Background: an optimization exercise with open tools, aiming at small area, a short achievable clock period and few clock cycles. Do not read the settings as production practice.
The RTL was checked by simulation tests, not by an equivalence proof against the original design.
Power is estimated from default activity; no workload was simulated.

`flow/flow/run.sh`:
```
#!/bin/bash
# Standard ORFS layout, with repair_timing aiming for extra setup slack and
# plain buffers (instead of delay cells) on the ports
set -euo pipefail
bash standard.sh SETUP_SLACK_MARGIN=6.5 "BUFFER_PORTS_ARGS=-buffer_cell sky130_fd_sc_hd__buf_2" finish > standard_flow.log 2>&1
```
`flow/standard.sh`:
```
#!/bin/bash
# synth_recipe.tcl (not shown) runs the flow's synth.tcl, then flattens the netlist and writes it again
# the make line also repeats each setting of config.mk as NAME=value (left out here)
make -C /OpenROAD-flow-scripts/flow DESIGN_CONFIG=/design/flow/config.mk WORK_HOME=/design/flow/orfs CLKGATE_MAP_FILE= SYNTH_SCRIPT=/design/flow/synth_recipe.tcl "${@:-finish}"
```
`flow/config.mk`:
```
export PLATFORM = sky130hd
export DESIGN_NAME = cpu_top
export DESIGN_NICKNAME = cpu_top
export VERILOG_FILES = /design/flow/design.v
export SDC_FILE = /design/flow/constraint.sdc
export NUM_CORES = 4
export LEC_CHECK = 0
export ABC_AREA = 1
export CAP_MARGIN = 20
export CORE_MARGIN = 2
export CORE_UTILIZATION = 40
export SLEW_MARGIN = 20
```
`flow/constraint.sdc`:
```
create_clock -name core_clock -period 10.0 [get_ports {clk}]
set_input_delay 2.0000 -clock core_clock [delete_from_list [all_inputs] [get_ports {clk}]]
set_output_delay 2.0000 -clock core_clock [all_outputs]
set_load 0.01 [all_outputs]
```
`flow/design.v`:
```
`default_nettype none
package cpu_isa_pkg;
	typedef logic [15:0] word_t;
	typedef logic [3:0] reg_idx_t;
	typedef enum logic [3:0] {
		HALT  = 4'h0,
		MOV   = 4'h1,
		MOVNZ = 4'h2,
		MOVEZ = 4'h3,
		BUS   = 4'h4,
		MEMR  = 4'h5,
		SET   = 4'h6,
		MEMW  = 4'h7,
		AND   = 4'h8,
		OR    = 4'h9,
		XOR   = 4'hA,
		ADD   = 4'hB,
		SHFT  = 4'hC,
		MUL   = 4'hD,
		GT    = 4'hE,
		EQ    = 4'hF
	} opcode_e;
	typedef struct packed {
		reg_idx_t cond;
		reg_idx_t dst;
		reg_idx_t src;
		opcode_e  op;
	} insn_fields_t;
	typedef struct packed {
		logic       shift_left;
		logic [2:0] shift_amt;
		reg_idx_t   dst;
		reg_idx_t   src;
		opcode_e    op;
	} insn_shift_t;
	typedef union packed {
		insn_fields_t fields;
		insn_shift_t  shift;
	} insn_u;
endpackage
`default_nettype wire
`default_nettype none
package cpu_core_pkg;
	localparam int NUM_REGS = 16;
	localparam int MEM_ADDR_W = 15;
	localparam int PC_W = 16;
	typedef logic [MEM_ADDR_W-1:0] mem_addr_t;
endpackage
`default_nettype wire
`timescale 1ns/10ps
`default_nettype none
module cpu_regfile (
	input  logic                  clk,
	input  logic                  mem_read_ready_stor_reset,
	input  cpu_isa_pkg::reg_idx_t ra_idx,
	output cpu_isa_pkg::word_t    ra_data,
	input  cpu_isa_pkg::reg_idx_t rb_idx,
	output cpu_isa_pkg::word_t    rb_data,
	input  cpu_isa_pkg::reg_idx_t wr_idx,
	input  cpu_isa_pkg::word_t    wr_data,
	input  logic                  wr_en
);
	cpu_isa_pkg::word_t regs [cpu_core_pkg::NUM_REGS];
	cpu_isa_pkg::word_t wd;
	assign wd = mem_read_ready_stor_reset ? '0 : wr_data;
	always_ff @(posedge clk) begin
		for (int i = 0; i < cpu_core_pkg::NUM_REGS; i++) begin
			if (mem_read_ready_stor_reset || (wr_en && wr_idx == 4'(i))) begin
				regs[i] <= wd;
			end
		end
	end
	logic [cpu_core_pkg::NUM_REGS-1:0] ra_sel;
	logic [cpu_core_pkg::NUM_REGS-1:0] rb_sel;
	always_comb begin
		ra_data = '0;
		rb_data = '0;
		for (int i = 0; i < cpu_core_pkg::NUM_REGS; i++) begin
			ra_sel[i] = (ra_idx == 4'(i));
			rb_sel[i] = (rb_idx == 4'(i));
			ra_data = ra_data | (regs[i] & {16{ra_sel[i]}});
			rb_data = rb_data | (regs[i] & {16{rb_sel[i]}});
		end
	end
endmodule
`default_nettype wire
`timescale 1ns/10ps
`default_nettype none
module cpu_alu (
	input  cpu_isa_pkg::word_t op_a,
	input  cpu_isa_pkg::word_t op_b,
	input  cpu_isa_pkg::insn_u insn,
	output cpu_isa_pkg::word_t mul_ls,
	output cpu_isa_pkg::word_t mul_lc,
	output logic [7:0]         mul_hs,
	output logic [7:0]         mul_hc,
	input  cpu_isa_pkg::word_t mul_ls_q,
	input  cpu_isa_pkg::word_t mul_lc_q,
	input  logic [7:0]         mul_hs_q,
	input  logic [7:0]         mul_hc_q,
	output cpu_isa_pkg::word_t result
);
	cpu_isa_pkg::word_t product;
	cpu_mul_p1 cpu_mul_p1_i (
		.a  (op_a),
		.b  (op_b),
		.ls (mul_ls),
		.lc (mul_lc),
		.hs (mul_hs),
		.hc (mul_hc)
	);
	cpu_mul_p2 cpu_mul_p2_i (
		.ls (mul_ls_q),
		.lc (mul_lc_q),
		.hs (mul_hs_q),
		.hc (mul_hc_q),
		.y  (product)
	);
	always_comb begin
		result = '0;
		case (insn.fields.op)
			cpu_isa_pkg::AND: result = op_a & op_b;
			cpu_isa_pkg::OR:  result = op_a | op_b;
			cpu_isa_pkg::XOR: result = op_a ^ op_b;
			cpu_isa_pkg::ADD: result = op_a + op_b;
			cpu_isa_pkg::MUL: result = product;
			cpu_isa_pkg::GT:  result = (op_a > op_b) ? 16'hFFFF : 16'h0000;
			cpu_isa_pkg::EQ:  result = (op_a == op_b) ? 16'hFFFF : 16'h0000;
			cpu_isa_pkg::SHFT: begin
				if (insn.shift.shift_left) begin
					result = op_a << insn.shift.shift_amt;
				end else begin
					result = op_a >> insn.shift.shift_amt;
				end
			end
			default: result = op_a;
		endcase
	end
endmodule
`default_nettype wire
`timescale 1ns/10ps
`default_nettype none
module cpu_mul_p1 (
	input  logic [15:0] a,
	input  logic [15:0] b,
	output logic [15:0] ls,
	output logic [15:0] lc,
	output logic [7:0]  hs,
	output logic [7:0]  hc
);
	logic p1_0;
	assign p1_0 = a[0] & b[0];
	logic p1_1;
	assign p1_1 = a[1] & b[0];
	logic p1_2;
	assign p1_2 = a[2] & b[0];
	logic p1_3;
	assign p1_3 = a[3] & b[0];
	logic p1_4;
	assign p1_4 = a[4] & b[0];
	logic p1_5;
	assign p1_5 = a[5] & b[0];
	logic p1_6;
	assign p1_6 = a[6] & b[0];
	logic p1_7;
	assign p1_7 = a[7] & b[0];
	logic p1_8;
	assign p1_8 = a[8] & b[0];
	logic p1_9;
	assign p1_9 = a[9] & b[0];
	logic p1_10;
	assign p1_10 = a[10] & b[0];
	logic p1_11;
	assign p1_11 = a[11] & b[0];
	logic p1_12;
	assign p1_12 = a[12] & b[0];
	logic p1_13;
	assign p1_13 = a[13] & b[0];
	logic p1_14;
	assign p1_14 = a[14] & b[0];
	logic p1_15;
	assign p1_15 = a[15] & b[0];
	logic p1_16;
	assign p1_16 = a[0] & b[1];
	logic p1_17;
	assign p1_17 = a[1] & b[1];
	logic p1_18;
	assign p1_18 = a[2] & b[1];
	logic p1_19;
	assign p1_19 = a[3] & b[1];
	logic p1_20;
	assign p1_20 = a[4] & b[1];
	logic p1_21;
	assign p1_21 = a[5] & b[1];
	logic p1_22;
	assign p1_22 = a[6] & b[1];
	logic p1_23;
	assign p1_23 = a[7] & b[1];
	logic p1_24;
	assign p1_24 = a[8] & b[1];
	logic p1_25;
	assign p1_25 = a[9] & b[1];
	logic p1_26;
	assign p1_26 = a[10] & b[1];
	logic p1_27;
	assign p1_27 = a[11] & b[1];
	logic p1_28;
	assign p1_28 = a[12] & b[1];
	logic p1_29;
	assign p1_29 = a[13] & b[1];
	logic p1_30;
	assign p1_30 = a[14] & b[1];
	logic p1_31;
	assign p1_31 = a[0] & b[2];
	logic p1_32;
	assign p1_32 = a[1] & b[2];
	logic p1_33;
	assign p1_33 = a[2] & b[2];
	logic p1_34;
	assign p1_34 = a[3] & b[2];
	logic p1_35;
	assign p1_35 = a[4] & b[2];
	logic p1_36;
	assign p1_36 = a[5] & b[2];
	logic p1_37;
	assign p1_37 = a[6] & b[2];
	logic p1_38;
	assign p1_38 = a[7] & b[2];
	logic p1_39;
	assign p1_39 = a[8] & b[2];
	logic p1_40;
	assign p1_40 = a[9] & b[2];
	logic p1_41;
	assign p1_41 = a[10] & b[2];
	logic p1_42;
	assign p1_42 = a[11] & b[2];
	logic p1_43;
	assign p1_43 = a[12] & b[2];
	logic p1_44;
	assign p1_44 = a[13] & b[2];
	logic p1_45;
	assign p1_45 = a[0] & b[3];
	logic p1_46;
	assign p1_46 = a[1] & b[3];
	logic p1_47;
	assign p1_47 = a[2] & b[3];
	logic p1_48;
	assign p1_48 = a[3] & b[3];
	logic p1_49;
	assign p1_49 = a[4] & b[3];
	logic p1_50;
	assign p1_50 = a[5] & b[3];
	logic p1_51;
	assign p1_51 = a[6] & b[3];
	logic p1_52;
	assign p1_52 = a[7] & b[3];
	logic p1_53;
	assign p1_53 = a[8] & b[3];
	logic p1_54;
	assign p1_54 = a[9] & b[3];
	logic p1_55;
	assign p1_55 = a[10] & b[3];
	logic p1_56;
	assign p1_56 = a[11] & b[3];
	logic p1_57;
	assign p1_57 = a[12] & b[3];
	logic p1_58;
	assign p1_58 = a[0] & b[4];
	logic p1_59;
	assign p1_59 = a[1] & b[4];
	logic p1_60;
	assign p1_60 = a[2] & b[4];
	logic p1_61;
	assign p1_61 = a[3] & b[4];
	logic p1_62;
	assign p1_62 = a[4] & b[4];
	logic p1_63;
	assign p1_63 = a[5] & b[4];
	logic p1_64;
	assign p1_64 = a[6] & b[4];
	logic p1_65;
	assign p1_65 = a[7] & b[4];
	logic p1_66;
	assign p1_66 = a[8] & b[4];
	logic p1_67;
	assign p1_67 = a[9] & b[4];
	logic p1_68;
	assign p1_68 = a[10] & b[4];
	logic p1_69;
	assign p1_69 = a[11] & b[4];
	logic p1_70;
	assign p1_70 = a[0] & b[5];
	logic p1_71;
	assign p1_71 = a[1] & b[5];
	logic p1_72;
	assign p1_72 = a[2] & b[5];
	logic p1_73;
	assign p1_73 = a[3] & b[5];
	logic p1_74;
	assign p1_74 = a[4] & b[5];
	logic p1_75;
	assign p1_75 = a[5] & b[5];
	logic p1_76;
	assign p1_76 = a[6] & b[5];
	logic p1_77;
	assign p1_77 = a[7] & b[5];
	logic p1_78;
	assign p1_78 = a[8] & b[5];
	logic p1_79;
	assign p1_79 = a[9] & b[5];
	logic p1_80;
	assign p1_80 = a[10] & b[5];
	logic p1_81;
	assign p1_81 = a[0] & b[6];
	logic p1_82;
	assign p1_82 = a[1] & b[6];
	logic p1_83;
	assign p1_83 = a[2] & b[6];
	logic p1_84;
	assign p1_84 = a[3] & b[6];
	logic p1_85;
	assign p1_85 = a[4] & b[6];
	logic p1_86;
	assign p1_86 = a[5] & b[6];
	logic p1_87;
	assign p1_87 = a[6] & b[6];
	logic p1_88;
	assign p1_88 = a[7] & b[6];
	logic p1_89;
	assign p1_89 = a[8] & b[6];
	logic p1_90;
	assign p1_90 = a[9] & b[6];
	logic p1_91;
	assign p1_91 = a[0] & b[7];
	logic p1_92;
	assign p1_92 = a[1] & b[7];
	logic p1_93;
	assign p1_93 = a[2] & b[7];
	logic p1_94;
	assign p1_94 = a[3] & b[7];
	logic p1_95;
	assign p1_95 = a[4] & b[7];
	logic p1_96;
	assign p1_96 = a[5] & b[7];
	logic p1_97;
	assign p1_97 = a[6] & b[7];
	logic p1_98;
	assign p1_98 = a[7] & b[7];
	logic p1_99;
	assign p1_99 = a[8] & b[7];
	logic p1_100;
	assign p1_100 = p1_6 ^ p1_21;
	logic p1_101;
	assign p1_101 = p1_6 & p1_21;
	logic p1_102;
	assign p1_102 = p1_7 ^ p1_22 ^ p1_36;
	logic p1_103;
	assign p1_103 = (p1_7 & p1_22) | (p1_7 & p1_36) | (p1_22 & p1_36);
	logic p1_104;
	assign p1_104 = p1_49 ^ p1_61;
	logic p1_105;
	assign p1_105 = p1_49 & p1_61;
	logic p1_106;
	assign p1_106 = p1_8 ^ p1_23 ^ p1_37;
	logic p1_107;
	assign p1_107 = (p1_8 & p1_23) | (p1_8 & p1_37) | (p1_23 & p1_37);
	logic p1_108;
	assign p1_108 = p1_50 ^ p1_62 ^ p1_73;
	logic p1_109;
	assign p1_109 = (p1_50 & p1_62) | (p1_50 & p1_73) | (p1_62 & p1_73);
	logic p1_110;
	assign p1_110 = p1_9 ^ p1_24 ^ p1_38;
	logic p1_111;
	assign p1_111 = (p1_9 & p1_24) | (p1_9 & p1_38) | (p1_24 & p1_38);
	logic p1_112;
	assign p1_112 = p1_51 ^ p1_63 ^ p1_74;
	logic p1_113;
	assign p1_113 = (p1_51 & p1_63) | (p1_51 & p1_74) | (p1_63 & p1_74);
	logic p1_114;
	assign p1_114 = p1_10 ^ p1_25 ^ p1_39;
	logic p1_115;
	assign p1_115 = (p1_10 & p1_25) | (p1_10 & p1_39) | (p1_25 & p1_39);
	logic p1_116;
	assign p1_116 = p1_52 ^ p1_64 ^ p1_75;
	logic p1_117;
	assign p1_117 = (p1_52 & p1_64) | (p1_52 & p1_75) | (p1_64 & p1_75);
	logic p1_118;
	assign p1_118 = p1_11 ^ p1_26 ^ p1_40;
	logic p1_119;
	assign p1_119 = (p1_11 & p1_26) | (p1_11 & p1_40) | (p1_26 & p1_40);
	logic p1_120;
	assign p1_120 = p1_53 ^ p1_65 ^ p1_76;
	logic p1_121;
	assign p1_121 = (p1_53 & p1_65) | (p1_53 & p1_76) | (p1_65 & p1_76);
	logic p1_122;
	assign p1_122 = p1_12 ^ p1_27 ^ p1_41;
	logic p1_123;
	assign p1_123 = (p1_12 & p1_27) | (p1_12 & p1_41) | (p1_27 & p1_41);
	logic p1_124;
	assign p1_124 = p1_54 ^ p1_66 ^ p1_77;
	logic p1_125;
	assign p1_125 = (p1_54 & p1_66) | (p1_54 & p1_77) | (p1_66 & p1_77);
	logic p1_126;
	assign p1_126 = p1_13 ^ p1_28 ^ p1_42;
	logic p1_127;
	assign p1_127 = (p1_13 & p1_28) | (p1_13 & p1_42) | (p1_28 & p1_42);
	logic p1_128;
	assign p1_128 = p1_55 ^ p1_67 ^ p1_78;
	logic p1_129;
	assign p1_129 = (p1_55 & p1_67) | (p1_55 & p1_78) | (p1_67 & p1_78);
	logic p1_130;
	assign p1_130 = p1_14 ^ p1_29 ^ p1_43;
	logic p1_131;
	assign p1_131 = (p1_14 & p1_29) | (p1_14 & p1_43) | (p1_29 & p1_43);
	logic p1_132;
	assign p1_132 = p1_56 ^ p1_68 ^ p1_79;
	logic p1_133;
	assign p1_133 = (p1_56 & p1_68) | (p1_56 & p1_79) | (p1_68 & p1_79);
	logic p1_134;
	assign p1_134 = p1_15 ^ p1_30 ^ p1_44;
	logic p1_135;
	assign p1_135 = p1_57 ^ p1_69 ^ p1_80;
	logic p1_136;
	assign p1_136 = p1_4 ^ p1_19;
	logic p1_137;
	assign p1_137 = p1_4 & p1_19;
	logic p1_138;
	assign p1_138 = p1_5 ^ p1_20 ^ p1_34;
	logic p1_139;
	assign p1_139 = (p1_5 & p1_20) | (p1_5 & p1_34) | (p1_20 & p1_34);
	logic p1_140;
	assign p1_140 = p1_47 ^ p1_59;
	logic p1_141;
	assign p1_141 = p1_47 & p1_59;
	logic p1_142;
	assign p1_142 = p1_100 ^ p1_35 ^ p1_48;
	logic p1_143;
	assign p1_143 = (p1_100 & p1_35) | (p1_100 & p1_48) | (p1_35 & p1_48);
	logic p1_144;
	assign p1_144 = p1_60 ^ p1_71 ^ p1_81;
	logic p1_145;
	assign p1_145 = (p1_60 & p1_71) | (p1_60 & p1_81) | (p1_71 & p1_81);
	logic p1_146;
	assign p1_146 = p1_101 ^ p1_102 ^ p1_104;
	logic p1_147;
	assign p1_147 = (p1_101 & p1_102) | (p1_101 & p1_104) | (p1_102 & p1_104);
	logic p1_148;
	assign p1_148 = p1_72 ^ p1_82 ^ p1_91;
	logic p1_149;
	assign p1_149 = (p1_72 & p1_82) | (p1_72 & p1_91) | (p1_82 & p1_91);
	logic p1_150;
	assign p1_150 = p1_103 ^ p1_105 ^ p1_106;
	logic p1_151;
	assign p1_151 = (p1_103 & p1_105) | (p1_103 & p1_106) | (p1_105 & p1_106);
	logic p1_152;
	assign p1_152 = p1_108 ^ p1_83 ^ p1_92;
	logic p1_153;
	assign p1_153 = (p1_108 & p1_83) | (p1_108 & p1_92) | (p1_83 & p1_92);
	logic p1_154;
	assign p1_154 = p1_107 ^ p1_109 ^ p1_110;
	logic p1_155;
	assign p1_155 = (p1_107 & p1_109) | (p1_107 & p1_110) | (p1_109 & p1_110);
	logic p1_156;
	assign p1_156 = p1_112 ^ p1_84 ^ p1_93;
	logic p1_157;
	assign p1_157 = (p1_112 & p1_84) | (p1_112 & p1_93) | (p1_84 & p1_93);
	logic p1_158;
	assign p1_158 = p1_111 ^ p1_113 ^ p1_114;
	logic p1_159;
	assign p1_159 = (p1_111 & p1_113) | (p1_111 & p1_114) | (p1_113 & p1_114);
	logic p1_160;
	assign p1_160 = p1_116 ^ p1_85 ^ p1_94;
	logic p1_161;
	assign p1_161 = (p1_116 & p1_85) | (p1_116 & p1_94) | (p1_85 & p1_94);
	logic p1_162;
	assign p1_162 = p1_115 ^ p1_117 ^ p1_118;
	logic p1_163;
	assign p1_163 = (p1_115 & p1_117) | (p1_115 & p1_118) | (p1_117 & p1_118);
	logic p1_164;
	assign p1_164 = p1_120 ^ p1_86 ^ p1_95;
	logic p1_165;
	assign p1_165 = (p1_120 & p1_86) | (p1_120 & p1_95) | (p1_86 & p1_95);
	logic p1_166;
	assign p1_166 = p1_119 ^ p1_121 ^ p1_122;
	logic p1_167;
	assign p1_167 = (p1_119 & p1_121) | (p1_119 & p1_122) | (p1_121 & p1_122);
	logic p1_168;
	assign p1_168 = p1_124 ^ p1_87 ^ p1_96;
	logic p1_169;
	assign p1_169 = (p1_124 & p1_87) | (p1_124 & p1_96) | (p1_87 & p1_96);
	logic p1_170;
	assign p1_170 = p1_123 ^ p1_125 ^ p1_126;
	logic p1_171;
	assign p1_171 = (p1_123 & p1_125) | (p1_123 & p1_126) | (p1_125 & p1_126);
	logic p1_172;
	assign p1_172 = p1_128 ^ p1_88 ^ p1_97;
	logic p1_173;
	assign p1_173 = (p1_128 & p1_88) | (p1_128 & p1_97) | (p1_88 & p1_97);
	logic p1_174;
	assign p1_174 = p1_127 ^ p1_129 ^ p1_130;
	logic p1_175;
	assign p1_175 = (p1_127 & p1_129) | (p1_127 & p1_130) | (p1_129 & p1_130);
	logic p1_176;
	assign p1_176 = p1_132 ^ p1_89 ^ p1_98;
	logic p1_177;
	assign p1_177 = (p1_132 & p1_89) | (p1_132 & p1_98) | (p1_89 & p1_98);
	logic p1_178;
	assign p1_178 = p1_131 ^ p1_133 ^ p1_134;
	logic p1_179;
	assign p1_179 = p1_135 ^ p1_90 ^ p1_99;
	logic p1_180;
	assign p1_180 = p1_3 ^ p1_18;
	logic p1_181;
	assign p1_181 = p1_3 & p1_18;
	logic p1_182;
	assign p1_182 = p1_136 ^ p1_33 ^ p1_46;
	logic p1_183;
	assign p1_183 = (p1_136 & p1_33) | (p1_136 & p1_46) | (p1_33 & p1_46);
	logic p1_184;
	assign p1_184 = p1_137 ^ p1_138 ^ p1_140;
	logic p1_185;
	assign p1_185 = (p1_137 & p1_138) | (p1_137 & p1_140) | (p1_138 & p1_140);
	logic p1_186;
	assign p1_186 = p1_139 ^ p1_141 ^ p1_142;
	logic p1_187;
	assign p1_187 = (p1_139 & p1_141) | (p1_139 & p1_142) | (p1_141 & p1_142);
	logic p1_188;
	assign p1_188 = p1_143 ^ p1_145 ^ p1_146;
	logic p1_189;
	assign p1_189 = (p1_143 & p1_145) | (p1_143 & p1_146) | (p1_145 & p1_146);
	logic p1_190;
	assign p1_190 = p1_147 ^ p1_149 ^ p1_150;
	logic p1_191;
	assign p1_191 = (p1_147 & p1_149) | (p1_147 & p1_150) | (p1_149 & p1_150);
	logic p1_192;
	assign p1_192 = p1_151 ^ p1_153 ^ p1_154;
	logic p1_193;
	assign p1_193 = (p1_151 & p1_153) | (p1_151 & p1_154) | (p1_153 & p1_154);
	logic p1_194;
	assign p1_194 = p1_155 ^ p1_157 ^ p1_158;
	logic p1_195;
	assign p1_195 = (p1_155 & p1_157) | (p1_155 & p1_158) | (p1_157 & p1_158);
	logic p1_196;
	assign p1_196 = p1_159 ^ p1_161 ^ p1_162;
	logic p1_197;
	assign p1_197 = (p1_159 & p1_161) | (p1_159 & p1_162) | (p1_161 & p1_162);
	logic p1_198;
	assign p1_198 = p1_163 ^ p1_165 ^ p1_166;
	logic p1_199;
	assign p1_199 = (p1_163 & p1_165) | (p1_163 & p1_166) | (p1_165 & p1_166);
	logic p1_200;
	assign p1_200 = p1_167 ^ p1_169 ^ p1_170;
	logic p1_201;
	assign p1_201 = (p1_167 & p1_169) | (p1_167 & p1_170) | (p1_169 & p1_170);
	logic p1_202;
	assign p1_202 = p1_171 ^ p1_173 ^ p1_174;
	logic p1_203;
	assign p1_203 = (p1_171 & p1_173) | (p1_171 & p1_174) | (p1_173 & p1_174);
	logic p1_204;
	assign p1_204 = p1_175 ^ p1_177 ^ p1_178;
	logic p1_205;
	assign p1_205 = p1_2 ^ p1_17;
	logic p1_206;
	assign p1_206 = p1_2 & p1_17;
	logic p1_207;
	assign p1_207 = p1_180 ^ p1_32 ^ p1_45;
	logic p1_208;
	assign p1_208 = (p1_180 & p1_32) | (p1_180 & p1_45) | (p1_32 & p1_45);
	logic p1_209;
	assign p1_209 = p1_181 ^ p1_182 ^ p1_58;
	logic p1_210;
	assign p1_210 = (p1_181 & p1_182) | (p1_181 & p1_58) | (p1_182 & p1_58);
	logic p1_211;
	assign p1_211 = p1_183 ^ p1_184 ^ p1_70;
	logic p1_212;
	assign p1_212 = (p1_183 & p1_184) | (p1_183 & p1_70) | (p1_184 & p1_70);
	logic p1_213;
	assign p1_213 = p1_185 ^ p1_186 ^ p1_144;
	logic p1_214;
	assign p1_214 = (p1_185 & p1_186) | (p1_185 & p1_144) | (p1_186 & p1_144);
	logic p1_215;
	assign p1_215 = p1_187 ^ p1_188 ^ p1_148;
	logic p1_216;
	assign p1_216 = (p1_187 & p1_188) | (p1_187 & p1_148) | (p1_188 & p1_148);
	logic p1_217;
	assign p1_217 = p1_189 ^ p1_190 ^ p1_152;
	logic p1_218;
	assign p1_218 = (p1_189 & p1_190) | (p1_189 & p1_152) | (p1_190 & p1_152);
	logic p1_219;
	assign p1_219 = p1_191 ^ p1_192 ^ p1_156;
	logic p1_220;
	assign p1_220 = (p1_191 & p1_192) | (p1_191 & p1_156) | (p1_192 & p1_156);
	logic p1_221;
	assign p1_221 = p1_193 ^ p1_194 ^ p1_160;
	logic p1_222;
	assign p1_222 = (p1_193 & p1_194) | (p1_193 & p1_160) | (p1_194 & p1_160);
	logic p1_223;
	assign p1_223 = p1_195 ^ p1_196 ^ p1_164;
	logic p1_224;
	assign p1_224 = (p1_195 & p1_196) | (p1_195 & p1_164) | (p1_196 & p1_164);
	logic p1_225;
	assign p1_225 = p1_197 ^ p1_198 ^ p1_168;
	logic p1_226;
	assign p1_226 = (p1_197 & p1_198) | (p1_197 & p1_168) | (p1_198 & p1_168);
	logic p1_227;
	assign p1_227 = p1_199 ^ p1_200 ^ p1_172;
	logic p1_228;
	assign p1_228 = (p1_199 & p1_200) | (p1_199 & p1_172) | (p1_200 & p1_172);
	logic p1_229;
	assign p1_229 = p1_201 ^ p1_202 ^ p1_176;
	logic p1_230;
	assign p1_230 = (p1_201 & p1_202) | (p1_201 & p1_176) | (p1_202 & p1_176);
	logic p1_231;
	assign p1_231 = p1_203 ^ p1_204 ^ p1_179;
	logic p1_232;
	assign p1_232 = a[0] & b[8];
	logic p1_233;
	assign p1_233 = a[1] & b[8];
	logic p1_234;
	assign p1_234 = a[2] & b[8];
	logic p1_235;
	assign p1_235 = a[3] & b[8];
	logic p1_236;
	assign p1_236 = a[4] & b[8];
	logic p1_237;
	assign p1_237 = a[5] & b[8];
	logic p1_238;
	assign p1_238 = a[6] & b[8];
	logic p1_239;
	assign p1_239 = a[7] & b[8];
	logic p1_240;
	assign p1_240 = a[0] & b[9];
	logic p1_241;
	assign p1_241 = a[1] & b[9];
	logic p1_242;
	assign p1_242 = a[2] & b[9];
	logic p1_243;
	assign p1_243 = a[3] & b[9];
	logic p1_244;
	assign p1_244 = a[4] & b[9];
	logic p1_245;
	assign p1_245 = a[5] & b[9];
	logic p1_246;
	assign p1_246 = a[6] & b[9];
	logic p1_247;
	assign p1_247 = a[0] & b[10];
	logic p1_248;
	assign p1_248 = a[1] & b[10];
	logic p1_249;
	assign p1_249 = a[2] & b[10];
	logic p1_250;
	assign p1_250 = a[3] & b[10];
	logic p1_251;
	assign p1_251 = a[4] & b[10];
	logic p1_252;
	assign p1_252 = a[5] & b[10];
	logic p1_253;
	assign p1_253 = a[0] & b[11];
	logic p1_254;
	assign p1_254 = a[1] & b[11];
	logic p1_255;
	assign p1_255 = a[2] & b[11];
	logic p1_256;
	assign p1_256 = a[3] & b[11];
	logic p1_257;
	assign p1_257 = a[4] & b[11];
	logic p1_258;
	assign p1_258 = a[0] & b[12];
	logic p1_259;
	assign p1_259 = a[1] & b[12];
	logic p1_260;
	assign p1_260 = a[2] & b[12];
	logic p1_261;
	assign p1_261 = a[3] & b[12];
	logic p1_262;
	assign p1_262 = a[0] & b[13];
	logic p1_263;
	assign p1_263 = a[1] & b[13];
	logic p1_264;
	assign p1_264 = a[2] & b[13];
	logic p1_265;
	assign p1_265 = a[0] & b[14];
	logic p1_266;
	assign p1_266 = a[1] & b[14];
	logic p1_267;
	assign p1_267 = a[0] & b[15];
	logic p1_268;
	assign p1_268 = p1_238 ^ p1_245;
	logic p1_269;
	assign p1_269 = p1_238 & p1_245;
	logic p1_270;
	assign p1_270 = p1_239 ^ p1_246 ^ p1_252;
	logic p1_271;
	assign p1_271 = p1_257 ^ p1_261;
	logic p1_272;
	assign p1_272 = p1_236 ^ p1_243;
	logic p1_273;
	assign p1_273 = p1_236 & p1_243;
	logic p1_274;
	assign p1_274 = p1_237 ^ p1_244 ^ p1_250;
	logic p1_275;
	assign p1_275 = (p1_237 & p1_244) | (p1_237 & p1_250) | (p1_244 & p1_250);
	logic p1_276;
	assign p1_276 = p1_255 ^ p1_259;
	logic p1_277;
	assign p1_277 = p1_255 & p1_259;
	logic p1_278;
	assign p1_278 = p1_268 ^ p1_251 ^ p1_256;
	logic p1_279;
	assign p1_279 = (p1_268 & p1_251) | (p1_268 & p1_256) | (p1_251 & p1_256);
	logic p1_280;
	assign p1_280 = p1_260 ^ p1_263 ^ p1_265;
	logic p1_281;
	assign p1_281 = (p1_260 & p1_263) | (p1_260 & p1_265) | (p1_263 & p1_265);
	logic p1_282;
	assign p1_282 = p1_269 ^ p1_270 ^ p1_271;
	logic p1_283;
	assign p1_283 = p1_264 ^ p1_266 ^ p1_267;
	logic p1_284;
	assign p1_284 = p1_235 ^ p1_242;
	logic p1_285;
	assign p1_285 = p1_235 & p1_242;
	logic p1_286;
	assign p1_286 = p1_272 ^ p1_249 ^ p1_254;
	logic p1_287;
	assign p1_287 = (p1_272 & p1_249) | (p1_272 & p1_254) | (p1_249 & p1_254);
	logic p1_288;
	assign p1_288 = p1_273 ^ p1_274 ^ p1_276;
	logic p1_289;
	assign p1_289 = (p1_273 & p1_274) | (p1_273 & p1_276) | (p1_274 & p1_276);
	logic p1_290;
	assign p1_290 = p1_275 ^ p1_277 ^ p1_278;
	logic p1_291;
	assign p1_291 = (p1_275 & p1_277) | (p1_275 & p1_278) | (p1_277 & p1_278);
	logic p1_292;
	assign p1_292 = p1_279 ^ p1_281 ^ p1_282;
	logic p1_293;
	assign p1_293 = p1_234 ^ p1_241;
	logic p1_294;
	assign p1_294 = p1_234 & p1_241;
	logic p1_295;
	assign p1_295 = p1_284 ^ p1_248 ^ p1_253;
	logic p1_296;
	assign p1_296 = (p1_284 & p1_248) | (p1_284 & p1_253) | (p1_248 & p1_253);
	logic p1_297;
	assign p1_297 = p1_285 ^ p1_286 ^ p1_258;
	logic p1_298;
	assign p1_298 = (p1_285 & p1_286) | (p1_285 & p1_258) | (p1_286 & p1_258);
	logic p1_299;
	assign p1_299 = p1_287 ^ p1_288 ^ p1_262;
	logic p1_300;
	assign p1_300 = (p1_287 & p1_288) | (p1_287 & p1_262) | (p1_288 & p1_262);
	logic p1_301;
	assign p1_301 = p1_289 ^ p1_290 ^ p1_280;
	logic p1_302;
	assign p1_302 = (p1_289 & p1_290) | (p1_289 & p1_280) | (p1_290 & p1_280);
	logic p1_303;
	assign p1_303 = p1_291 ^ p1_292 ^ p1_283;
	assign ls = {p1_230, p1_228, p1_226, p1_224, p1_222, p1_220, p1_218, p1_216, p1_214, p1_212, p1_210, p1_208, p1_206, p1_205, p1_1, p1_0};
	assign lc = {p1_231, p1_229, p1_227, p1_225, p1_223, p1_221, p1_219, p1_217, p1_215, p1_213, p1_211, p1_209, p1_207, p1_31, p1_16, 1'b0};
	assign hs = {p1_302, p1_300, p1_298, p1_296, p1_294, p1_293, p1_233, p1_232};
	assign hc = {p1_303, p1_301, p1_299, p1_297, p1_295, p1_247, p1_240, 1'b0};
endmodule
module cpu_mul_p2 (
	input  logic [15:0] ls,
	input  logic [15:0] lc,
	input  logic [7:0]  hs,
	input  logic [7:0]  hc,
	output logic [15:0] y
);
	logic p2_0;
	assign p2_0 = ls[8] ^ lc[8];
	logic p2_1;
	assign p2_1 = ls[8] & lc[8];
	logic p2_2;
	assign p2_2 = ls[9] ^ lc[9] ^ hs[1];
	logic p2_3;
	assign p2_3 = (ls[9] & lc[9]) | (ls[9] & hs[1]) | (lc[9] & hs[1]);
	logic p2_4;
	assign p2_4 = ls[10] ^ lc[10] ^ hs[2];
	logic p2_5;
	assign p2_5 = (ls[10] & lc[10]) | (ls[10] & hs[2]) | (lc[10] & hs[2]);
	logic p2_6;
	assign p2_6 = ls[11] ^ lc[11] ^ hs[3];
	logic p2_7;
	assign p2_7 = (ls[11] & lc[11]) | (ls[11] & hs[3]) | (lc[11] & hs[3]);
	logic p2_8;
	assign p2_8 = ls[12] ^ lc[12] ^ hs[4];
	logic p2_9;
	assign p2_9 = (ls[12] & lc[12]) | (ls[12] & hs[4]) | (lc[12] & hs[4]);
	logic p2_10;
	assign p2_10 = ls[13] ^ lc[13] ^ hs[5];
	logic p2_11;
	assign p2_11 = (ls[13] & lc[13]) | (ls[13] & hs[5]) | (lc[13] & hs[5]);
	logic p2_12;
	assign p2_12 = ls[14] ^ lc[14] ^ hs[6];
	logic p2_13;
	assign p2_13 = (ls[14] & lc[14]) | (ls[14] & hs[6]) | (lc[14] & hs[6]);
	logic p2_14;
	assign p2_14 = ls[15] ^ lc[15] ^ hs[7];
	logic p2_15;
	assign p2_15 = p2_0 ^ hs[0];
	logic p2_16;
	assign p2_16 = p2_0 & hs[0];
	logic p2_17;
	assign p2_17 = p2_1 ^ p2_2 ^ hc[1];
	logic p2_18;
	assign p2_18 = (p2_1 & p2_2) | (p2_1 & hc[1]) | (p2_2 & hc[1]);
	logic p2_19;
	assign p2_19 = p2_3 ^ p2_4 ^ hc[2];
	logic p2_20;
	assign p2_20 = (p2_3 & p2_4) | (p2_3 & hc[2]) | (p2_4 & hc[2]);
	logic p2_21;
	assign p2_21 = p2_5 ^ p2_6 ^ hc[3];
	logic p2_22;
	assign p2_22 = (p2_5 & p2_6) | (p2_5 & hc[3]) | (p2_6 & hc[3]);
	logic p2_23;
	assign p2_23 = p2_7 ^ p2_8 ^ hc[4];
	logic p2_24;
	assign p2_24 = (p2_7 & p2_8) | (p2_7 & hc[4]) | (p2_8 & hc[4]);
	logic p2_25;
	assign p2_25 = p2_9 ^ p2_10 ^ hc[5];
	logic p2_26;
	assign p2_26 = (p2_9 & p2_10) | (p2_9 & hc[5]) | (p2_10 & hc[5]);
	logic p2_27;
	assign p2_27 = p2_11 ^ p2_12 ^ hc[6];
	logic p2_28;
	assign p2_28 = (p2_11 & p2_12) | (p2_11 & hc[6]) | (p2_12 & hc[6]);
	logic p2_29;
	assign p2_29 = p2_13 ^ p2_14 ^ hc[7];
	logic p2_30;
	assign p2_30 = ls[0] & lc[0];
	logic p2_31;
	assign p2_31 = ls[0] ^ lc[0];
	logic p2_32;
	assign p2_32 = ls[1] & lc[1];
	logic p2_33;
	assign p2_33 = ls[1] ^ lc[1];
	logic p2_34;
	assign p2_34 = ls[2] & lc[2];
	logic p2_35;
	assign p2_35 = ls[2] ^ lc[2];
	logic p2_36;
	assign p2_36 = ls[3] & lc[3];
	logic p2_37;
	assign p2_37 = ls[3] ^ lc[3];
	logic p2_38;
	assign p2_38 = ls[4] & lc[4];
	logic p2_39;
	assign p2_39 = ls[4] ^ lc[4];
	logic p2_40;
	assign p2_40 = ls[5] & lc[5];
	logic p2_41;
	assign p2_41 = ls[5] ^ lc[5];
	logic p2_42;
	assign p2_42 = ls[6] & lc[6];
	logic p2_43;
	assign p2_43 = ls[6] ^ lc[6];
	logic p2_44;
	assign p2_44 = ls[7] & lc[7];
	logic p2_45;
	assign p2_45 = ls[7] ^ lc[7];
	logic p2_46;
	assign p2_46 = p2_15 & hc[0];
	logic p2_47;
	assign p2_47 = p2_15 ^ hc[0];
	logic p2_48;
	assign p2_48 = p2_16 & p2_17;
	logic p2_49;
	assign p2_49 = p2_16 ^ p2_17;
	logic p2_50;
	assign p2_50 = p2_18 & p2_19;
	logic p2_51;
	assign p2_51 = p2_18 ^ p2_19;
	logic p2_52;
	assign p2_52 = p2_20 & p2_21;
	logic p2_53;
	assign p2_53 = p2_20 ^ p2_21;
	logic p2_54;
	assign p2_54 = p2_22 & p2_23;
	logic p2_55;
	assign p2_55 = p2_22 ^ p2_23;
	logic p2_56;
	assign p2_56 = p2_24 & p2_25;
	logic p2_57;
	assign p2_57 = p2_24 ^ p2_25;
	logic p2_58;
	assign p2_58 = p2_26 & p2_27;
	logic p2_59;
	assign p2_59 = p2_26 ^ p2_27;
	logic p2_60;
	assign p2_60 = p2_28 & p2_29;
	logic p2_61;
	assign p2_61 = p2_28 ^ p2_29;
	logic p2_62;
	assign p2_62 = p2_32 | (p2_33 & p2_30);
	logic p2_63;
	assign p2_63 = p2_33 & p2_31;
	logic p2_64;
	assign p2_64 = p2_36 | (p2_37 & p2_34);
	logic p2_65;
	assign p2_65 = p2_37 & p2_35;
	logic p2_66;
	assign p2_66 = p2_40 | (p2_41 & p2_38);
	logic p2_67;
	assign p2_67 = p2_41 & p2_39;
	logic p2_68;
	assign p2_68 = p2_44 | (p2_45 & p2_42);
	logic p2_69;
	assign p2_69 = p2_45 & p2_43;
	logic p2_70;
	assign p2_70 = p2_48 | (p2_49 & p2_46);
	logic p2_71;
	assign p2_71 = p2_49 & p2_47;
	logic p2_72;
	assign p2_72 = p2_52 | (p2_53 & p2_50);
	logic p2_73;
	assign p2_73 = p2_53 & p2_51;
	logic p2_74;
	assign p2_74 = p2_56 | (p2_57 & p2_54);
	logic p2_75;
	assign p2_75 = p2_57 & p2_55;
	logic p2_76;
	assign p2_76 = p2_60 | (p2_61 & p2_58);
	logic p2_77;
	assign p2_77 = p2_61 & p2_59;
	logic p2_78;
	assign p2_78 = p2_34 | (p2_35 & p2_62);
	logic p2_79;
	assign p2_79 = p2_35 & p2_63;
	logic p2_80;
	assign p2_80 = p2_64 | (p2_65 & p2_62);
	logic p2_81;
	assign p2_81 = p2_65 & p2_63;
	logic p2_82;
	assign p2_82 = p2_42 | (p2_43 & p2_66);
	logic p2_83;
	assign p2_83 = p2_43 & p2_67;
	logic p2_84;
	assign p2_84 = p2_68 | (p2_69 & p2_66);
	logic p2_85;
	assign p2_85 = p2_69 & p2_67;
	logic p2_86;
	assign p2_86 = p2_50 | (p2_51 & p2_70);
	logic p2_87;
	assign p2_87 = p2_51 & p2_71;
	logic p2_88;
	assign p2_88 = p2_72 | (p2_73 & p2_70);
	logic p2_89;
	assign p2_89 = p2_73 & p2_71;
	logic p2_90;
	assign p2_90 = p2_58 | (p2_59 & p2_74);
	logic p2_91;
	assign p2_91 = p2_59 & p2_75;
	logic p2_92;
	assign p2_92 = p2_76 | (p2_77 & p2_74);
	logic p2_93;
	assign p2_93 = p2_77 & p2_75;
	logic p2_94;
	assign p2_94 = p2_38 | (p2_39 & p2_80);
	logic p2_95;
	assign p2_95 = p2_39 & p2_81;
	logic p2_96;
	assign p2_96 = p2_66 | (p2_67 & p2_80);
	logic p2_97;
	assign p2_97 = p2_67 & p2_81;
	logic p2_98;
	assign p2_98 = p2_82 | (p2_83 & p2_80);
	logic p2_99;
	assign p2_99 = p2_83 & p2_81;
	logic p2_100;
	assign p2_100 = p2_84 | (p2_85 & p2_80);
	logic p2_101;
	assign p2_101 = p2_85 & p2_81;
	logic p2_102;
	assign p2_102 = p2_54 | (p2_55 & p2_88);
	logic p2_103;
	assign p2_103 = p2_55 & p2_89;
	logic p2_104;
	assign p2_104 = p2_74 | (p2_75 & p2_88);
	logic p2_105;
	assign p2_105 = p2_75 & p2_89;
	logic p2_106;
	assign p2_106 = p2_90 | (p2_91 & p2_88);
	logic p2_107;
	assign p2_107 = p2_91 & p2_89;
	logic p2_108;
	assign p2_108 = p2_92 | (p2_93 & p2_88);
	logic p2_109;
	assign p2_109 = p2_93 & p2_89;
	logic p2_110;
	assign p2_110 = p2_46 | (p2_47 & p2_100);
	logic p2_111;
	assign p2_111 = p2_47 & p2_101;
	logic p2_112;
	assign p2_112 = p2_70 | (p2_71 & p2_100);
	logic p2_113;
	assign p2_113 = p2_71 & p2_101;
	logic p2_114;
	assign p2_114 = p2_86 | (p2_87 & p2_100);
	logic p2_115;
	assign p2_115 = p2_87 & p2_101;
	logic p2_116;
	assign p2_116 = p2_88 | (p2_89 & p2_100);
	logic p2_117;
	assign p2_117 = p2_89 & p2_101;
	logic p2_118;
	assign p2_118 = p2_102 | (p2_103 & p2_100);
	logic p2_119;
	assign p2_119 = p2_103 & p2_101;
	logic p2_120;
	assign p2_120 = p2_104 | (p2_105 & p2_100);
	logic p2_121;
	assign p2_121 = p2_105 & p2_101;
	logic p2_122;
	assign p2_122 = p2_106 | (p2_107 & p2_100);
	logic p2_123;
	assign p2_123 = p2_107 & p2_101;
	logic p2_124;
	assign p2_124 = p2_108 | (p2_109 & p2_100);
	logic p2_125;
	assign p2_125 = p2_109 & p2_101;
	logic p2_126;
	assign p2_126 = p2_33 ^ p2_30;
	logic p2_127;
	assign p2_127 = p2_35 ^ p2_62;
	logic p2_128;
	assign p2_128 = p2_37 ^ p2_78;
	logic p2_129;
	assign p2_129 = p2_39 ^ p2_80;
	logic p2_130;
	assign p2_130 = p2_41 ^ p2_94;
	logic p2_131;
	assign p2_131 = p2_43 ^ p2_96;
	logic p2_132;
	assign p2_132 = p2_45 ^ p2_98;
	logic p2_133;
	assign p2_133 = p2_47 ^ p2_100;
	logic p2_134;
	assign p2_134 = p2_49 ^ p2_110;
	logic p2_135;
	assign p2_135 = p2_51 ^ p2_112;
	logic p2_136;
	assign p2_136 = p2_53 ^ p2_114;
	logic p2_137;
	assign p2_137 = p2_55 ^ p2_116;
	logic p2_138;
	assign p2_138 = p2_57 ^ p2_118;
	logic p2_139;
	assign p2_139 = p2_59 ^ p2_120;
	logic p2_140;
	assign p2_140 = p2_61 ^ p2_122;
	assign y = {p2_140, p2_139, p2_138, p2_137, p2_136, p2_135, p2_134, p2_133, p2_132, p2_131, p2_130, p2_129, p2_128, p2_127, p2_126, p2_31};
endmodule
`default_nettype wire
`timescale 1ns/10ps
`default_nettype none
module cpu_control (
	input  logic                    clk,
	input  logic                    mem_read_ready_stor_reset,
	output cpu_isa_pkg::word_t      prog_addr,
	input  cpu_isa_pkg::word_t      prog_data,
	output cpu_isa_pkg::reg_idx_t   ra_idx,
	input  cpu_isa_pkg::word_t      ra_data,
	output cpu_isa_pkg::reg_idx_t   rb_idx,
	input  cpu_isa_pkg::word_t      rb_data,
	output cpu_isa_pkg::reg_idx_t   wr_idx,
	output cpu_isa_pkg::word_t      wr_data,
	output logic                    wr_en,
	output cpu_isa_pkg::insn_u      alu_insn,
	output cpu_isa_pkg::word_t      alu_a,
	output cpu_isa_pkg::word_t      alu_b,
	input  cpu_isa_pkg::word_t      alu_result,
	input  cpu_isa_pkg::word_t      mul_ls,
	input  cpu_isa_pkg::word_t      mul_lc,
	input  logic [7:0]              mul_hs,
	input  logic [7:0]              mul_hc,
	output cpu_isa_pkg::word_t      mul_ls_q,
	output cpu_isa_pkg::word_t      mul_lc_q,
	output logic [7:0]              mul_hs_q,
	output logic [7:0]              mul_hc_q,
	output logic                    mem_req,
	output logic                    mem_we,
	output cpu_core_pkg::mem_addr_t mem_addr,
	output cpu_isa_pkg::word_t      mem_wdata,
	input  cpu_isa_pkg::word_t      mem_rdata,
	input  logic                    mem_ready,
	output logic                    halted
);
	cpu_isa_pkg::word_t pc_q;
	cpu_isa_pkg::insn_u ir_d;
	cpu_isa_pkg::insn_u ir_x;
	cpu_isa_pkg::word_t opa_q;
	cpu_isa_pkg::word_t opb_q;
	logic req_q;
	logic we_q;
	logic halt_pend_q;
	logic halted_q;
	logic mul_ph_q;
	cpu_isa_pkg::word_t ls_q;
	cpu_isa_pkg::word_t lc_q;
	logic [7:0] hs_q;
	logic [7:0] hc_q;
	logic mul_wait;
	cpu_isa_pkg::opcode_e d_op;
	cpu_isa_pkg::opcode_e x_op;
	logic d_set;
	logic d_mem;
	logic f_halt;
	logic stall;
	logic cond_hit;
	logic x_wr;
	cpu_isa_pkg::word_t fwd_a;
	cpu_isa_pkg::word_t fwd_b;
	assign d_op = ir_d.fields.op;
	assign x_op = ir_x.fields.op;
	assign d_set = (d_op == cpu_isa_pkg::SET);
	assign d_mem = (d_op == cpu_isa_pkg::MEMR) || (d_op == cpu_isa_pkg::MEMW);
	assign f_halt = !d_set &&
		((prog_data[3:0] == cpu_isa_pkg::HALT) || (prog_data[3:0] == cpu_isa_pkg::BUS));
	assign mul_wait = (x_op == cpu_isa_pkg::MUL) && !mul_ph_q;
	assign stall = (req_q && !mem_ready) || mul_wait;
	assign cond_hit = (x_op == cpu_isa_pkg::MOVNZ) ? (opb_q != '0) : (opb_q == '0);
	always_comb begin
		case (x_op)
			cpu_isa_pkg::HALT, cpu_isa_pkg::BUS, cpu_isa_pkg::MEMW: x_wr = 1'b0;
			cpu_isa_pkg::MOVNZ, cpu_isa_pkg::MOVEZ: x_wr = cond_hit;
			default: x_wr = 1'b1;
		endcase
	end
	assign wr_en = x_wr && !mul_wait;
	assign wr_idx = ir_x.fields.dst;
	assign wr_data = (x_op == cpu_isa_pkg::MEMR) ? mem_rdata : alu_result;
	assign ra_idx = ir_d.fields.src;
	assign rb_idx = ir_d.fields.cond;
	assign fwd_a = (x_wr && ir_x.fields.dst == ir_d.fields.src) ? wr_data : ra_data;
	assign fwd_b = (x_wr && ir_x.fields.dst == ir_d.fields.cond) ? wr_data : rb_data;
	always_ff @(posedge clk) begin
		if (mem_read_ready_stor_reset) begin
			pc_q <= '0;
			ir_d.fields.op <= cpu_isa_pkg::HALT;
			ir_x.fields.op <= cpu_isa_pkg::HALT;
			req_q <= 1'b0;
			we_q <= 1'b0;
			halt_pend_q <= 1'b0;
			halted_q <= 1'b0;
			mul_ph_q <= 1'b0;
		end else begin
			mul_ph_q <= (x_op == cpu_isa_pkg::MUL) && !mul_ph_q;
			if (!stall) begin
				ir_x <= ir_d;
				req_q <= d_mem;
				we_q <= (d_op == cpu_isa_pkg::MEMW);
				ir_d[15:4] <= prog_data[15:4];
				if (d_set || f_halt || halt_pend_q || halted_q) begin
					ir_d.fields.op <= cpu_isa_pkg::HALT;
				end else begin
					ir_d.fields.op <= cpu_isa_pkg::opcode_e'(prog_data[3:0]);
				end
				if (!f_halt && !halt_pend_q && !halted_q) begin
					pc_q <= pc_q + 16'd1;
				end
				if (f_halt) begin
					halt_pend_q <= 1'b1;
				end
				if (halt_pend_q) begin
					halted_q <= 1'b1;
				end
			end
		end
	end
	always_ff @(posedge clk) begin
		if (!stall) begin
			opa_q <= d_set ? prog_data : fwd_a;
			opb_q <= fwd_b;
		end
	end
	always_ff @(posedge clk) begin
		ls_q <= mul_ls;
		lc_q <= mul_lc;
		hs_q <= mul_hs;
		hc_q <= mul_hc;
	end
	assign mul_ls_q = ls_q;
	assign mul_lc_q = lc_q;
	assign mul_hs_q = hs_q;
	assign mul_hc_q = hc_q;
	assign alu_insn = ir_x;
	assign alu_a = opa_q;
	assign alu_b = opb_q;
	assign prog_addr = pc_q;
	assign mem_req = req_q;
	assign mem_we = we_q;
	assign mem_addr = opa_q[cpu_core_pkg::MEM_ADDR_W-1:0];
	assign mem_wdata = opb_q;
	assign halted = halted_q;
endmodule
`default_nettype wire
`timescale 1ns/10ps
`default_nettype none
module cpu_top (
	input  logic                    clk,
	input  logic                    mem_read_ready_stor_reset,
	output cpu_isa_pkg::word_t      prog_addr,
	input  cpu_isa_pkg::word_t      prog_data,
	output logic                    mem_req,
	output logic                    mem_we,
	output cpu_core_pkg::mem_addr_t mem_addr,
	output cpu_isa_pkg::word_t      mem_wdata,
	input  cpu_isa_pkg::word_t      mem_rdata,
	input  logic                    mem_ready,
	output logic                    halted
);
	cpu_isa_pkg::reg_idx_t ra_idx;
	cpu_isa_pkg::word_t ra_data;
	cpu_isa_pkg::reg_idx_t rb_idx;
	cpu_isa_pkg::word_t rb_data;
	cpu_isa_pkg::reg_idx_t wr_idx;
	cpu_isa_pkg::word_t wr_data;
	logic wr_en;
	cpu_isa_pkg::insn_u alu_insn;
	cpu_isa_pkg::word_t alu_result;
	cpu_isa_pkg::word_t mul_ls;
	cpu_isa_pkg::word_t mul_lc;
	cpu_isa_pkg::word_t mul_ls_q;
	cpu_isa_pkg::word_t mul_lc_q;
	logic [7:0] mul_hs;
	logic [7:0] mul_hc;
	logic [7:0] mul_hs_q;
	logic [7:0] mul_hc_q;
	cpu_isa_pkg::word_t alu_a;
	cpu_isa_pkg::word_t alu_b;
	cpu_control cpu_control_i (
		.clk                       (clk),
		.mem_read_ready_stor_reset (mem_read_ready_stor_reset),
		.prog_addr                 (prog_addr),
		.prog_data                 (prog_data),
		.ra_idx                    (ra_idx),
		.ra_data                   (ra_data),
		.rb_idx                    (rb_idx),
		.rb_data                   (rb_data),
		.wr_idx                    (wr_idx),
		.wr_data                   (wr_data),
		.wr_en                     (wr_en),
		.alu_insn                  (alu_insn),
		.alu_a                     (alu_a),
		.alu_b                     (alu_b),
		.alu_result                (alu_result),
		.mul_ls                    (mul_ls),
		.mul_lc                    (mul_lc),
		.mul_hs                    (mul_hs),
		.mul_hc                    (mul_hc),
		.mul_ls_q                  (mul_ls_q),
		.mul_lc_q                  (mul_lc_q),
		.mul_hs_q                  (mul_hs_q),
		.mul_hc_q                  (mul_hc_q),
		.mem_req                   (mem_req),
		.mem_we                    (mem_we),
		.mem_addr                  (mem_addr),
		.mem_wdata                 (mem_wdata),
		.mem_rdata                 (mem_rdata),
		.mem_ready                 (mem_ready),
		.halted                    (halted)
	);
	cpu_regfile cpu_regfile_i (
		.clk                       (clk),
		.mem_read_ready_stor_reset (mem_read_ready_stor_reset),
		.ra_idx                    (ra_idx),
		.ra_data                   (ra_data),
		.rb_idx                    (rb_idx),
		.rb_data                   (rb_data),
		.wr_idx                    (wr_idx),
		.wr_data                   (wr_data),
		.wr_en                     (wr_en)
	);
	cpu_alu cpu_alu_i (
		.op_a    (alu_a),
		.op_b    (alu_b),
		.insn    (alu_insn),
		.mul_ls   (mul_ls),
		.mul_lc   (mul_lc),
		.mul_hs   (mul_hs),
		.mul_hc   (mul_hc),
		.mul_ls_q (mul_ls_q),
		.mul_lc_q (mul_lc_q),
		.mul_hs_q (mul_hs_q),
		.mul_hc_q (mul_hc_q),
		.result  (alu_result)
	);
endmodule
`default_nettype wire
```
==> results of run 1 <==
-- critical path, cell delays in order (launching register included) --
cell and delay, ns:
edfxtp_1 0.57, nor2_1 0.14, nand2_1 0.54, clkinv_1 0.70, nand2_1 0.23, o211ai_1 0.11, a221oi_1 0.28, nand4_1 0.34
o21a_1 0.30
-- registers in the layout (all words and copies together), names as in the netlist, 8 cells and up --
| name | count |
|---|---|
| cpu_control_i.ir_x | 12 |
| cpu_control_i.pc_q | 16 |
| cpu_control_i.ir_d | 16 |
| cpu_control_i.opb_q | 16 |
| cpu_control_i.lc_q | 15 |
| cpu_control_i.ls_q | 16 |
| cpu_regfile_i.regs | 256 |
| cpu_control_i.hs_q | 8 |
| cpu_control_i.opa_q | 16 |
-- metrics by stage --
step | instances | utilization
2_1_floorplan | 2715 | -
3_3_place_gp | 3512 | 0.433
3_5_place_dp | 3516 | 0.434
4_1_cts | 3649 | 0.472
5_1_grt | 3651 | 0.475
6_report | 3651 | 0.475
-- repair_timing --
item                                    CTS  global route
endpoints found under the setup margin  386           235
resized for setup                        40            31
pin swaps                                12            20
setup buffers                            48             1
gates cloned                              1             0
-- logic make-up after synthesis --
family / Yosys count
compound gates: 406
buf+inv: 583
flops: 383
xor+xnor: 33
simple gates: 1152
fa+ha+maj: 158
-- layout by cell type (no fill, tap or decap), drive strengths merged, types with 57 or more instances in the layout --
cell type  instances
nand3            219
buf              191
o22ai             79
a21oi             86
o21ai             93
fa                82
nor2             182
dfxtp             75
nand4             57
ha                76
inv              472
nand2            641
edfxtp           308
-- area by class of cell --
| type | count | area, um^2 |
|---|---|---|
| clock inverters | 30 | 437 |
| clock buffers | 54 | 1210 |
| fillers | 5651 | 30400 |
| flip-flops and latches | 383 | 10800 |
| repair buffers | 191 | 1280 |
| multi-input cells | 1749 | 11000 |
| inverters | 478 | 1820 |
| repair inverters | 1 | 7.51 |
| well taps | 765 | 957 |
-- metal layers --
layer | global-route usage | share of wire | vias up
li1 | - | - | 9352
met2 | 0.554 | 0.46 | 1226
met5 | 0 | 0 | -
met1 | 0.418 | 0.38 | 10387
met4 | 0.187 | 0.067 | 0
met3 | 0.0584 | 0.087 | 323
-- how the worst min path moves through the flow --
stage	depth (start not counted)	to	slack [ns]
after detailed placement	0	cpu_control_i.ir_x[11]	0.41
final	0	cpu_control_i.ir_x[11]	0.43
after global placement	0	cpu_control_i.ir_x[11]	0.40
after CTS	0	cpu_control_i.ir_x[9]	0.43
after global routing	0	cpu_control_i.ir_x[11]	0.44
after floorplan	0	cpu_control_i.ir_x[10]	0.40
-- power by group --
part / switching (W) / leakage [nW] / internal [W]
registers: 0.000139 / 3.80 / 0.00198
clock network: 0.000740 / 0.779 / 0.00109
logic: 0.00138 / 7.59 / 0.000717
==> impl_metrics.py, run 1 <==
metrics = {
    "critical_path": {
        "startpoint": "cpu_control_i.ir_d[14]",
        "required_ns": 10.34,
        "reg2reg_from": "cpu_control_i.ir_d[14]",
        "crit_type": "reg2reg",
        "rrSetupSlack_ns": 6.53,
        "crit_arrival_ns": 3.82,
        "end_kind": "flop",
        "r2r_cells": 8,
        "crit_end": "cpu_control_i.opb_q[12]",
        "crit_fanout": 9,
        "r2r-end": "cpu_control_i.opb_q[12]",
        "cp-start-kind": "flop",
    },
    "synthesis": {
        "ys_types": 61,
        "synth.most_common_cell": "nand2_1",
        "synth-compound-area-share": 0.111,
        "yosys_warnings": 4,
        "synth_common_cells": "nand2_1 (631), inv_1 (460), edfxtp_1 (308)",
        "synth_top_family_by_area": "simple AND/OR/NAND/NOR gates",
        "synthMuxAreaShare": 0,
        "synth-edff-count": 308,
        "synth_top_area_cell": "edfxtp_1",
        "synth.top_cells.by_area": "edfxtp_1 (39%), nand2_1 (10%), inv_1 (7.3%), fa_1 (7.0%), dfxtp_1 (6.4%)",
        "syn_nets": 2908,
        "async_flop_share": 0,
        "syn_area_per_cell_um2": 8.67,
        "synth-simple-area-share": 0.212,
        "postSynthCellCount": 2715,
        "synth-xor-area-share": 0.0123,
        "synthFlopType": "edfxtp_1",
        "seq_area_frac_synth": 0.457,
        "syn_area_um2": 23500,
        "synth-adder-area-share": 0.110,
        "ys_ff_latch": 383,
        "synth_top_area_share": 0.393,
    },
    "cts": {
        "insertion_delay_ns": 0.61,
        "cts_root_buffer": "clkbuf_16",
        "clk_pin_slew_ns": 0.07,
        "cts.sinks": 383,
        "cts_tree": "built",
        "cts_buffer_depth": 3,
        "cts_made_buffers": 45,
        "htreeDepth": 2,
        "cts_hold_repair.buffers": 0,
    },
    "layout": {
        "areaGrowthSynthToFinish_pct": 16.8,
        "final_nets": 3042,
        "drive_gt1_frac": 0.134,
        "fin_area_um2": 27500,
        "n_antenna_cell": 0,
    },
    "min_path": {
        "hp-start": "cpu_control_i.ir_d[11]",
        "hold_path_class": "reg2reg",
    },
    "placement": {
        "place_area_um2": 25100,
        "hpwl_mm": 72.9,
        "globalplace.congestion": 1.06,
        "portBuffers": 84,
        "place_ws_ns": 5.58,
    },
    "drt": {
        "drc": 0,
        "vias_per_cell": 5.83,
        "wl_per_cell_um": 28.0,
        "drtPass1Iterations": 6,
        "wl_mm": 102,
        "drt_iter0_drc": 2365,
        "antenna_left": 0,
        "via_count": 21288,
    },
    "timing": {
        "clock.fmax_mhz": 288,
        "setup_slack_ns": 6.53,
        "post-route-min-period_ns": 3.47,
        "finalSetupViolCount": 0,
        "period_share": 0.347,
        "final_max_slew_viol_count": 0,
        "tightestPinTransition_ns": 1.16,
        "tns_ns": 0,
        "holdWs_ns": 0.428,
        "hold_viol_final": 0,
        "skew_ns": 0.0315,
        "slew_headroom": 0.222,
        "rsz0062_at_grt": "yes",
    },
    "outcome": {
        "status": "complete, no violations",
    },
    "grt": {
        "grt_first_pass_wirelength_mm": 146,
        "grt_max_degree": 42,
        "antenna_found_initial": 0,
        "grt-ovfl-total": 0,
        "gr-usage-all-layers": 0.336,
        "grt_pass1_vias": 20632,
    },
    "power": {
        "peakVddDrop_mv": 0.191,
        "p_leak_nw": 12.2,
        "power.density_nw_per_um2": 220,
        "power_w": 0.00605,
    },
    "floorplan": {
        "core_um2": 57900,
        "initial_utilization": 0.406,
        "dieArea_um2": 60800,
        "rows": 88,
        "pin_count": 85,
        "die_y_um": 247,
        "fp.dieW_um": 247,
    },
    "flow_run": {
        "max_cap_viol_count": 0,
    },
}
Testbench counts, summed over its fixed seeds: cycles 12,249.
==> inputs of run 2 (changes only) <==
--- a/flow/config.mk
+++ b/flow/config.mk
@@ -7,6 +7,5 @@
 export LEC_CHECK = 0
-export ABC_AREA = 1
-export CAP_MARGIN = 20
+export CAP_MARGIN = 5
 export CORE_MARGIN = 2
 export CORE_UTILIZATION = 40
-export SLEW_MARGIN = 20
+export SLEW_MARGIN = 5
==> impl_metrics.py, run 2 <==
metrics = {
    "synthesis": {
        "synth_common_cells": "edfxtp_1 (308), nor2_1 (190), inv_1 (142)",
        "syn_nets": 2179,
        "seq_area_frac_synth": 0.484,
        "synth.most_common_cell": "edfxtp_1",
        "ys_types": 81,
        "syn_area_per_cell_um2": 11.2,
        "postSynthCellCount": 1986,
        "synth-edff-count": 308,
        "synth_top_area_cell": "edfxtp_1",
        "synthFlopType": "edfxtp_1",
        "synth_top_area_share": 0.417,
        "synth.top_cells.by_area": "edfxtp_1 (42%), fa_1 (7.4%), dfxtp_1 (6.8%), ha_1 (4.3%), a22oi_1 (3.6%)",
        "yosys_warnings": 4,
        "ys_ff_latch": 383,
        "async_flop_share": 0,
        "syn_area_um2": 22200,
    },
    "timing": {
        "final_max_slew_viol_count": 0,
        "clock.fmax_mhz": 275,
        "rsz0062_at_grt": "yes",
        "slew_headroom": 0.106,
        "period_share": 0.364,
        "skew_ns": 0.0321,
        "hold_viol_final": 0,
        "tns_ns": 0,
        "tightestPinTransition_ns": 1.34,
        "finalSetupViolCount": 0,
        "post-route-min-period_ns": 3.64,
    },
    "layout": {
        "areaGrowthSynthToFinish_pct": 19.6,
        "fill_cells": 4915,
        "regMostFlops": "cpu_regfile_i.regs",
        "final_nets": 2309,
        "instances_no_fill": 2897,
        "drive_gt1_frac": 0.217,
        "final_cell_mix": "edfxtp_1 (308), nor2_1 (173), inv_1 (129)",
        "fin_area_um2": 26600,
        "final_common_cell": "edfxtp_1",
        "largest_register_ffs": 256,
    },
    "cts": {
        "insertion_delay_ns": 0.59,
        "cts_made_buffers": 41,
        "htreeDepth": 2,
        "cts.sinks": 383,
        "cts_root_buffer": "clkbuf_16",
        "clk_pin_slew_ns": 0.06,
        "cts_hold_repair.buffers": 0,
        "cts_buffer_depth": 3,
        "cts_tree": "built",
    },
    "placement": {
        "globalplace.congestion": 0.995,
        "place_area_um2": 23700,
        "hpwl_mm": 56.5,
        "placedCellCount": 2739,
        "portBuffers": 84,
    },
    "min_path": {
        "hold_path_class": "reg2reg",
    },
    "outcome": {
        "status": "complete, no violations",
    },
    "drt": {
        "drtPass1Iterations": 8,
        "via_count": 18793,
        "drt_iter0_drc": 2600,
        "antenna_left": 0,
        "wl_mm": 88.6,
        "wl_per_cell_um": 30.6,
        "drc": 0,
        "vias_per_cell": 6.49,
    },
    "floorplan": {
        "initial_utilization": 0.404,
        "pin_count": 85,
        "core_um2": 55000,
        "die_y_um": 240,
        "dieArea_um2": 57400,
        "rows": 86,
        "fp.dieW_um": 240,
    },
    "critical_path": {
        "crit_arrival_ns": 3.91,
        "crit_slowest_cell": "or4_4",
        "path_cells": "fa_1, inv_2, fa_1, inv_2, ha_4, buf_12, xnor2_4, o22ai_2, a221o_1, or4_4, nor3_4, buf_12, nor2_4",
        "crit_type": "reg2reg",
        "crit_family": "adder cells",
        "cp_num_buf_inv": 4,
        "cp-start-kind": "flop",
        "crit_fanout": 8,
        "required_ns": 10.26,
        "slowest_delay_ns": 0.58,
        "end_kind": "flop",
    },
    "grt": {
        "grt_first_pass_wirelength_mm": 126,
        "gr-usage-met1": 0.391,
        "use_met3": 0.0698,
        "met2_usage": 0.486,
        "grt_pass1_vias": 18504,
        "gr-usage-all-layers": 0.305,
        "busiest_layer": "met2",
        "antenna_found_initial": 1,
        "grt_max_degree": 66,
        "grt-ovfl-total": 0,
    },
    "power": {
        "clockPowerShare": 0.259,
        "power_w": 0.00592,
        "seqPwrFrac": 0.362,
        "peakVddDrop_mv": 0.174,
        "power.switching_w": 0.00220,
        "internal_power_w": 0.00372,
        "comb_power_share": 0.378,
        "p_leak_nw": 10.1,
        "swShare": 0.372,
        "power.density_nw_per_um2": 223,
    },
    "flow_run": {
        "max_cap_viol_count": 0,
    },
}
## run 2: changes by cell type after synthesis, sizes merged, moves of 20 or more
| cell | change |
|---|---|
| nand2 | -530 |
| inv | -329 |
| nand3 | -184 |
| a22oi | +105 |
| a22o | +78 |
| o22ai | -63 |
| clkbuf | +52 |
| o21ai | -42 |
| a221oi | +36 |
| mux2i | +24 |
| nand4 | -20 |
## run 2: worst reg2reg max path: stages, from the launching register on
cell	delay [ns]
dfxtp_2	0.32
fa_1	0.55
inv_2	0.04
fa_1	0.50
inv_2	0.05
ha_4	0.22
buf_12	0.13
xnor2_4	0.19
o22ai_2	0.09
a221o_1	0.27
or4_4	0.58
nor3_4	0.18
buf_12	0.15
nor2_4	0.06
## run 2: path summary, 6_finish.rpt
kind / start / endpoint / slack [ns] / depth (start not counted)
worst min-delay path: cpu_control_i.ir_d[9] / cpu_control_i.ir_x[9] / 0.43 / 0
worst max register to register: cpu_control_i.hs_q[1] / cpu_regfile_i.regs[5][9] / 6.36 / 13
worst max-delay path: cpu_control_i.hs_q[1] / cpu_regfile_i.regs[5][9] / 6.36 / 13
worst min register to register: cpu_control_i.ir_d[9] / cpu_control_i.ir_x[9] / 0.43 / 0
## run 2: cell type report
| type | count | area (um^2) | share of cell area |
|---|---|---|---|
| inverters | 148 | 596 | 0.0224 |
| clock buffers | 47 | 1070 | 0.0403 |
| flip-flops and latches | 383 | 10800 | 0.405 |
| clock inverters | 28 | 272 | 0.0102 |
| repair buffers | 226 | 1720 | 0.0647 |
| well taps | 748 | 936 | 0.0352 |
| multi-input cells | 1316 | 11200 | 0.422 |
| diodes | 1 | 2.50 | 0.0000942 |
## run 2: per-layer routing
layer / wire length (um) / part of all wire
met5: 0 / 0
met4: 5140 / 0.058
met3: 10800 / 0.12
met2: 39800 / 0.45
met1: 32900 / 0.37
## run 2: power groups by stage
stage	clock, W	sequential (W)	combinational (W)
6_report	0.00154	0.00215	0.00224
5_1_grt	0.00162	0.00216	0.00238
4_1_cts	0.00155	0.00214	0.00208
3_5_place_dp	0	0.00225	0.00171
3_3_place_gp	0	0.00224	0.00172
2_1_floorplan	0	0.00213	0.00112
## run 2: cell families after synthesis
logic type,synth area share
AND/OR/NAND/NOR,0.115
XOR/XNOR,0.0249
multiplexers,0.0293
flip-flops,0.484
buffers and inverters,0.0534
AO/OA/AOI/OAI,0.176
adder cells (fa/ha/maj),0.117
## run 2: per-stage QoR
step / setup WS [ns] / utilization / hold WS, ns
floorplan: 6.51 / - / 0.400
global placement: 5.17 / 0.431 / 0.407
detailed placement: 5.20 / 0.431 / 0.415
CTS: 6.39 / 0.474 / 0.429
global route: 6.32 / 0.483 / 0.434
finish: 6.36 / 0.483 / 0.427
## run 2: repair_timing
item	4_1_cts	5_1_grt
pin swaps	25	25
endpoints found under the setup margin	446	389
buffers inserted	55	23
cloned	3	1
resized for setup	110	53

==> separate check: timing with driven ports <==
The flow's constraints put no driver on any port. The routed layouts listed below were extracted and timed again, unchanged, in two steps. Step 1 assumes that a clkbuf_16 drives the clock port and a buf_2 every other input. Step 2 times the ports against the registers' clock, not the clock port: input delays grow and output delays shrink by t, the midpoint of the rising clock arrivals with the driver on. Three values: ideal, step 1, step 2; two values: the first two.
run | t, ns | setup slack, ns | worst hold slack (ns) | clock arrival spread, ns | worst data-port slew with drivers (ns)
run 1 | 0.656 | 6.529 / 6.483 / 6.123 | 0.428 / 0.428 / 0.428 | 0.032 / 0.032 | 0.05
run 2 | 0.627 | 6.358 / 6.358 / 5.836 | 0.427 / 0.427 / 0.427 | 0.032 / 0.033 | 0.06
After both steps every run listed still meets setup and hold. For run 2, which loses most, drivers alone change the setup slack by 0.000 ns; drivers and shift together by -0.522 ns.
